This is an optimization exercise on Yosys and OpenROAD, whose aim is small area, a short achievable clock period and few clock cycles per item, not a production implementation. RTL that was checked went through simulation tests only; none was proved equivalent to the original.

==> flow/design.v <==
package rhc_pkg;
  localparam logic [7:0]  HUE_FULL       = 8'd240;
  localparam logic [16:0] HUE_WRAP       = 17'd65295;
  typedef enum logic [2:0] {
    REG_HUE_LOW    = 3'd0,
    REG_HUE_HIGH   = 3'd1,
    REG_SAT_LOW    = 3'd2,
    REG_SAT_HIGH   = 3'd3,
    REG_LIGHT_LOW  = 3'd4,
    REG_LIGHT_HIGH = 3'd5
  } cfg_reg_t;
endpackage
module rhc_pipe #(
  parameter int W  = 1,
  parameter bit EN = 1'b1
) (
  input  logic         clk,
  input  logic [W-1:0] d,
  output logic [W-1:0] q
);
  if (EN) begin : g_reg
    always_ff @(posedge clk) q <= d;
  end else begin : g_wire
    assign q = d;
  end
endmodule
module rhc_vpipe #(
  parameter bit EN = 1'b1
) (
  input  logic clk,
  input  logic rst_n,
  input  logic d,
  output logic q
);
  if (EN) begin : g_reg
    always_ff @(posedge clk) begin
      if (!rst_n) q <= 1'b0;
      else        q <= d;
    end
  end else begin : g_wire
    assign q = d;
  end
endmodule
import rhc_pkg::*;
module rgb565_hsl_color_classifier (
  input  logic        clk,
  input  logic        rst_n,
  input  logic        start,
  output logic        busy,
  input  logic [15:0] in_pixel,
  output logic        out_valid,
  output logic [7:0]  out_hue,
  output logic [7:0]  out_lightness,
  output logic [7:0]  out_saturation,
  output logic        out_match,
  input  logic        cfg_we,
  input  logic [2:0]  cfg_index,
  input  logic [15:0] cfg_data
);
  logic [15:0] hue_low_r, hue_high_r;
  logic [7:0]  sat_low_r, sat_high_r, light_low_r, light_high_r;
  always_ff @(posedge clk) begin
    if (!rst_n) begin
      hue_low_r    <= 16'd65496;
      hue_high_r   <= 16'd40;
      sat_low_r    <= 8'd90;
      sat_high_r   <= 8'd180;
      light_low_r  <= 8'd0;
      light_high_r <= 8'd80;
    end else if (cfg_we) begin
      case (cfg_index)
        REG_HUE_LOW:    hue_low_r    <= cfg_data;
        REG_HUE_HIGH:   hue_high_r   <= cfg_data;
        REG_SAT_LOW:    sat_low_r    <= cfg_data[7:0];
        REG_SAT_HIGH:   sat_high_r   <= cfg_data[7:0];
        REG_LIGHT_LOW:  light_low_r  <= cfg_data[7:0];
        REG_LIGHT_HIGH: light_high_r <= cfg_data[7:0];
        default: ;
      endcase
    end
  end
  assign busy = 1'b0;
  logic [5:0] cr, cg, cb;
  assign cr = {in_pixel[15:11], 1'b0};
  assign cg = in_pixel[10:5];
  assign cb = {in_pixel[4:0], 1'b0};
  logic        v1;
  logic [15:0] px_1;
  logic        ge_rg_1, ge_rb_1, ge_gb_1;
  always_ff @(posedge clk) begin
    if (!rst_n) v1 <= 1'b0;
    else        v1 <= start;
  end
  always_ff @(posedge clk) begin
    px_1    <= in_pixel;
    ge_rg_1 <= (cr >= cg);
    ge_rb_1 <= (cr >= cb);
    ge_gb_1 <= (cg >= cb);
  end
  logic [5:0] r_1, g_1, b_1, mx, mn, md;
  logic [1:0] sel_a;    
  logic       neg_a;
  logic [5:0] a_b, d_b;
  logic [6:0] s_b;
  always_comb begin
    r_1 = {px_1[15:11], 1'b0};
    g_1 = px_1[10:5];
    b_1 = {px_1[4:0], 1'b0};
    if (ge_rg_1 && ge_rb_1) begin
      mx = r_1;
      sel_a = ge_gb_1 ? 2'd0 : 2'd1;
      neg_a = !ge_gb_1;
      mn = ge_gb_1 ? b_1 : g_1;
      md = ge_gb_1 ? g_1 : b_1;
    end else if (ge_gb_1) begin
      mx = g_1;
      sel_a = 2'd2;
      neg_a = ge_rb_1 && !(r_1 == b_1);    
      mn = ge_rb_1 ? b_1 : r_1;
      md = ge_rb_1 ? r_1 : b_1;
    end else begin
      mx = b_1;
      sel_a = 2'd3;
      neg_a = !ge_rg_1;                     
      mn = ge_rg_1 ? g_1 : r_1;
      md = ge_rg_1 ? r_1 : g_1;
    end
    a_b = md - mn;
    d_b = mx - mn;
    s_b = {1'b0, mx} + {1'b0, mn};
  end
  logic       v2;
  logic [1:0] sel_2;
  logic       neg_2;
  logic [5:0] a_2, d_2;
  logic [6:0] s_2;
  always_ff @(posedge clk) begin
    if (!rst_n) v2 <= 1'b0;
    else        v2 <= v1;
  end
  always_ff @(posedge clk) begin
    {sel_2, neg_2, a_2, d_2, s_2} <= {sel_a, neg_a, a_b, d_b, s_b};
  end
  logic [8:0]  hnum_c;     
  logic [5:0]  hden_c;
  logic [9:0]  d15_c;      
  logic [11:0] snum_c;     
  logic        sflag_c;    
  logic [7:0]  sden_c;
  always_comb begin
    hnum_c = {1'b0, a_2, 2'b0} + {3'b0, a_2};
    hden_c = {d_2[5:1], d_2[0] | (d_2 == 6'd0)};
    d15_c  = {d_2, 4'b0} - {4'b0, d_2};
    sflag_c = !s_2[6] || (s_2[5:0] == 6'd0);
    sden_c = sflag_c ? {s_2 == 7'd0, s_2} : {~s_2[5:0], 2'b11};
    snum_c = sflag_c ? {2'b0, d15_c} : {d15_c, 2'b0};
  end
  function automatic logic [9:0] sub_bk(input logic [8:0] x, input logic [8:0] y,
                                        input int w);
    logic [8:0] p, g, pp, gg;
    logic [9:0] r;
    p  = x ^ ~y;
    g  = x & ~y;
    gg = g;
    pp = p;
    gg[0] = g[0] | p[0];            
    for (int i = 1; (1 << i) <= 16; i++) begin
      for (int j = (1 << i) - 1; j < w; j = j + (1 << i)) begin
        gg[j] = gg[j] | (pp[j] & gg[j - (1 << (i - 1))]);
        pp[j] = pp[j] & pp[j - (1 << (i - 1))];
      end
    end
    for (int i = 4; i > 0; i--) begin
      for (int j = (1 << i) + (1 << (i - 1)) - 1; j < w; j = j + (1 << i)) begin
        gg[j] = gg[j] | (pp[j] & gg[j - (1 << (i - 1))]);
        pp[j] = pp[j] & pp[j - (1 << (i - 1))];
      end
    end
    r = '0;
    r[0] = p[0] ^ 1'b1;
    for (int j = 1; j < w; j++) r[j] = p[j] ^ gg[j-1];
    r[w] = gg[w-1];
    sub_bk = r;
  endfunction
  logic        vr    [9];
  logic [1:0]  selr  [9];
  logic        negr  [9];
  logic        sflr  [9];
  logic [15:0] srem  [9];
  logic [7:0]  sden  [9];
  logic [7:0]  sq    [9];
  logic [11:0] hrem  [9];
  logic [5:0]  hden  [9];
  logic [5:0]  hq    [9];
  always_ff @(posedge clk) begin
    if (!rst_n) vr[0] <= 1'b0;
    else        vr[0] <= v2;
  end
  always_ff @(posedge clk) begin
    selr[0] <= sel_2;
    negr[0] <= neg_2;
    sflr[0] <= sflag_c;
    srem[0][15:4] <= snum_c;
    sden[0] <= sden_c;
    hrem[0][11:3] <= hnum_c;
    hden[0] <= hden_c;
  end
  assign srem[0][3:0] = '0;
  assign hrem[0][2:0] = '0;
  assign sq[0] = '0;
  assign hq[0] = '0;
  logic [7:0] hue_9, light_10;
  logic [7:0] hue_10;
  logic       hue_ok_10;
  for (genvar i = 0; i < 8; i++) begin : g_row
    localparam int SK = 7 - i;
    localparam int HK = 5 - i;
    logic [8:0]  s_top;
    logic [9:0]  s_dif;
    logic        s_take;
    logic [7:0]  s_rem;
    assign s_top  = srem[i][SK+8:SK];
    logic [9:0] s_r;
    assign s_r    = sub_bk(s_top, {1'b0, sden[i]}, 9);
    assign s_dif  = {1'b0, s_r[8:0]};
    assign s_take = s_r[9];
    assign s_rem  = s_take ? s_dif[7:0] : s_top[7:0];
    always_ff @(posedge clk) begin
      if (!rst_n) vr[i+1] <= 1'b0;
      else        vr[i+1] <= vr[i];
    end
    always_ff @(posedge clk) begin
      sq[i+1] <= {sq[i][6:0], s_take};
    end
    if (SK > 0) begin : g_scarry
      always_ff @(posedge clk) begin
        selr[i+1] <= selr[i];
        negr[i+1] <= negr[i];
        sflr[i+1] <= sflr[i];
        sden[i+1] <= sden[i];
        srem[i+1][SK+7:SK] <= s_rem;
      end
      if (SK > 4) begin : g_slo
        always_ff @(posedge clk) srem[i+1][SK-1:4] <= srem[i][SK-1:4];
      end
      if (SK > 0) begin : g_slo0
        assign srem[i+1][(SK > 4 ? 4 : SK)-1:0] = '0;
      end
      assign srem[i+1][15:SK+8] = '0;
    end else begin : g_slast
      assign srem[i+1] = '0;
      assign sden[i+1] = '0;
      assign sflr[i+1] = 1'b0;
      assign selr[i+1] = '0;
      assign negr[i+1] = 1'b0;
    end
    if (i < 6) begin : g_hue
      logic [6:0] h_top;
      logic [7:0] h_dif;
      logic       h_take;
      logic [5:0] h_rem;
      assign h_top  = hrem[i][HK+6:HK];
      logic [9:0] h_r;
      assign h_r    = sub_bk({2'b0, h_top}, {3'b0, hden[i]}, 7);
      assign h_dif  = {1'b0, h_r[6:0]};
      assign h_take = h_r[7];
      assign h_rem  = h_take ? h_dif[5:0] : h_top[5:0];
      always_ff @(posedge clk) hq[i+1] <= {hq[i][4:0], h_take};
      if (HK > 0) begin : g_hcarry
        always_ff @(posedge clk) begin
          hden[i+1] <= hden[i];
          hrem[i+1][HK+5:HK] <= h_rem;
        end
        if (HK > 3) begin : g_hlo
          always_ff @(posedge clk) hrem[i+1][HK-1:3] <= hrem[i][HK-1:3];
        end
        assign hrem[i+1][(HK > 3 ? 3 : HK)-1:0] = '0;
        assign hrem[i+1][11:HK+6] = '0;
      end else begin : g_hlast
        assign hrem[i+1] = '0;
        assign hden[i+1] = '0;
      end
    end else begin : g_hue_done
      assign hrem[i+1] = '0;
      assign hden[i+1] = '0;
      assign hq[i+1]   = '0;
    end
  end
  logic [7:0] ofs_h;
  always_comb begin
    case (selr[6])
      2'd0:    ofs_h = 8'd0;
      2'd1:    ofs_h = 8'd240;
      2'd2:    ofs_h = 8'd80;
      default: ofs_h = 8'd160;
    endcase
    hue_9 = negr[6] ? ofs_h - {2'b0, hq[6]} : ofs_h + {2'b0, hq[6]};
  end
  logic [7:0] hue_r9;
  always_ff @(posedge clk) hue_r9 <= hue_9;
  logic [6:0]  s_rec;
  logic [14:0] light_prod;
  always_comb begin
    s_rec = sflr[7] ? sden[7][6:0] : {1'b1, ~sden[7][7:2]};
    light_prod = {s_rec, 8'b0} - {4'b0, s_rec, 4'b0} + {8'b0, s_rec};   
    light_10 = light_prod[14:7];
  end
  logic       lo_small, hi_small, wrap, lo_top, hi_mid, hi_top;
  logic [7:0] lo_m, hi_m;
  logic       hue_inside, hue_wrap_lo, hue_wrap_hi;
  always_comb begin
    lo_small = (hue_low_r[15:8] == 8'd0);
    hi_small = (hue_high_r[15:8] == 8'd0);
    wrap     = (hue_high_r < hue_low_r);
    lo_top   = (hue_low_r >= 16'hFF0F);             
    lo_m     = hue_low_r[7:0] - 8'h0F;
    hi_mid   = (hue_high_r > 16'd240) && (hue_high_r < 16'd496);
    hi_top   = (hue_high_r >= 16'd496);             
    hi_m     = hue_high_r[7:0] - 8'd240;
    hue_inside  = lo_small && (hue_r9 > hue_low_r[7:0]) &&
                  (!hi_small || (hue_r9 < hue_high_r[7:0]));
    hue_wrap_lo = wrap && ((!hi_small || (hue_r9 < hue_high_r[7:0])) ||
                           !lo_top || (hue_r9 > lo_m));
    hue_wrap_hi = !wrap && (hi_top || (hi_mid && (hue_r9 < hi_m)));
  end
  logic [7:0] light_11;
  always_ff @(posedge clk) begin
    hue_10    <= hue_r9;
    light_11  <= light_10;
    hue_ok_10 <= hue_inside || hue_wrap_lo || hue_wrap_hi;
  end
  logic [7:0] sat_11;
  logic       match_m;
  assign sat_11  = sq[8];
  assign match_m = hue_ok_10 && (light_11 > light_low_r) && (light_11 < light_high_r) &&
                   (sat_11 > sat_low_r) && (sat_11 < sat_high_r);
  always_ff @(posedge clk) begin
    if (!rst_n) out_valid <= 1'b0;
    else        out_valid <= vr[8];
  end
  always_ff @(posedge clk) begin
    out_hue        <= hue_10;
    out_lightness  <= light_11;
    out_saturation <= sat_11;
    out_match      <= match_m;
  end
endmodule
==> flow/config.mk <==
export PLATFORM = sky130hd
export DESIGN_NAME = rgb565_hsl_color_classifier
export DESIGN_NICKNAME = rgb565_hsl_color_classifier
export VERILOG_FILES = /design/flow/design.v
export SDC_FILE = /design/flow/constraint.sdc
export NUM_CORES = 4
export LEC_CHECK = 0
export CAP_MARGIN = 20
export CORE_MARGIN = 2
export CORE_UTILIZATION = 40
export CTS_CLUSTER_DIAMETER = 80
export CTS_CLUSTER_SIZE = 28
export PLACE_DENSITY = 0.6
export SETUP_SLACK_MARGIN = 3.7
export SLEW_MARGIN = 20
==> flow/constraint.sdc <==
create_clock -name core_clock -period 6.0 [get_ports {clk}]
set_input_delay 1.2000 -clock core_clock [delete_from_list [all_inputs] [get_ports {clk}]]
set_output_delay 1.2000 -clock core_clock [all_outputs]
set_load 0.01 [all_outputs]
run.sh (not shown) runs the stock make flow with config.mk's settings and CLKGATE_MAP_FILE= SYNTH_SCRIPT=/design/flow/synth_recipe.tcl, a recipe that flattens the netlist after the stock synthesis.
Change:
--- a/flow/design.v
+++ b/flow/design.v
@@ -1,5 +1,4 @@
 package rhc_pkg;
   localparam logic [7:0]  HUE_FULL       = 8'd240;
-  localparam logic [16:0] HUE_WRAP       = 17'd65295;
   typedef enum logic [2:0] {
     REG_HUE_LOW    = 3'd0,
@@ -306,27 +305,41 @@
     light_10 = light_prod[14:7];
   end
-  logic       lo_small, hi_small, wrap, lo_top, hi_mid, hi_top;
-  logic [7:0] lo_m, hi_m;
-  logic       hue_inside, hue_wrap_lo, hue_wrap_hi;
+  logic [8:0] hue_e, hue_c;
+  logic       hue_and;
+  logic       lo_hi0, hi_hi0, lo_ff;
   always_comb begin
-    lo_small = (hue_low_r[15:8] == 8'd0);
-    hi_small = (hue_high_r[15:8] == 8'd0);
-    wrap     = (hue_high_r < hue_low_r);
-    lo_top   = (hue_low_r >= 16'hFF0F);             
-    lo_m     = hue_low_r[7:0] - 8'h0F;
-    hi_mid   = (hue_high_r > 16'd240) && (hue_high_r < 16'd496);
-    hi_top   = (hue_high_r >= 16'd496);             
-    hi_m     = hue_high_r[7:0] - 8'd240;
-    hue_inside  = lo_small && (hue_r9 > hue_low_r[7:0]) &&
-                  (!hi_small || (hue_r9 < hue_high_r[7:0]));
-    hue_wrap_lo = wrap && ((!hi_small || (hue_r9 < hue_high_r[7:0])) ||
-                           !lo_top || (hue_r9 > lo_m));
-    hue_wrap_hi = !wrap && (hi_top || (hi_mid && (hue_r9 < hi_m)));
+    lo_hi0 = (hue_low_r[15:8] == 8'h00);
+    hi_hi0 = (hue_high_r[15:8] == 8'h00);
+    lo_ff  = (hue_low_r[15:8] == 8'hFF);
+    if (hue_high_r < hue_low_r) begin
+      hue_and = 1'b0;
+      hue_c   = hi_hi0 ? {1'b0, hue_high_r[7:0]} : 9'd256;
+      hue_e   = (lo_ff && hue_low_r[7:0] >= 8'd15) ? {1'b0, hue_low_r[7:0] - 8'd14} : 9'd0;
+    end else begin
+      hue_and = hi_hi0 && hue_high_r[7:0] <= 8'd240;
+      hue_e   = lo_hi0 ? {1'b0, hue_low_r[7:0]} + 9'd1 : 9'd256;
+      if (hi_hi0 && hue_high_r[7:0] <= 8'd240)
+        hue_c = {1'b0, hue_high_r[7:0]};
+      else if (hue_high_r[15:9] == 7'd0 && hue_high_r[8:0] < 9'd496)
+        hue_c = hue_high_r[8:0] - 9'd240;
+      else
+        hue_c = 9'd256;
+    end
   end
+  logic [8:0] hue_e_r, hue_c_r;
+  logic       hue_and_r;
+  always_ff @(posedge clk) begin
+    hue_e_r   <= hue_e;
+    hue_c_r   <= hue_c;
+    hue_and_r <= hue_and;
+  end
+  logic hue_ge, hue_lt;
+  assign hue_ge = {1'b0, hue_r9} >= hue_e_r;
+  assign hue_lt = {1'b0, hue_r9} <  hue_c_r;
   logic [7:0] light_11;
   always_ff @(posedge clk) begin
     hue_10    <= hue_r9;
     light_11  <= light_10;
-    hue_ok_10 <= hue_inside || hue_wrap_lo || hue_wrap_hi;
+    hue_ok_10 <= hue_and_r ? (hue_ge && hue_lt) : (hue_ge || hue_lt);
   end
   logic [7:0] sat_11;
After rerunning: Global-route usage drops by 0.19 points. Via count increases slightly. Count of clock-buffer cells in the layout is lower by 1. Design area grows by a few percent. Hold slack degrades by 0.011 ns. Final cell count increases by a few percent. First-iteration DRC count came out lower by a little under a tenth. Utilization rose by 0.18 points. Die area grows by a few percent.
Testbench counts after the change, summed over its fixed seeds: cycles 24,096, pixels 24,000.
No functional check of the RTL was part of the first run of this note.

==> what the ideal ports hide <==
Ports are ideal in the flow. The routed layouts listed here were re-timed in OpenROAD. Step 1: set_driving_cell puts a clkbuf_16 on clk and a buf_2 on each other input, an assumption about the parent block. Step 2 also shifts input and output timing later by t, the mid clock arrival at the registers, as if the neighbouring blocks saw the same clock. a / b / c = ideal / step 1 / step 2; a / b = the first two.
run	t, ns	setup slack, ns	latest minus earliest clock arrival (ns)	slew at the worst register clock pin (ns)
the first run	0.619	3.617 / 3.617 / 3.180	0.025 / 0.025	0.11 / 0.11
the second run	0.621	3.727 / 3.687 / 3.174	0.025 / 0.026	0.11 / 0.11
After both steps setup and hold are still met in every run listed. The setup slack of the second run, which loses most, moves by -0.040 ns with the drivers and by -0.553 ns with both steps.
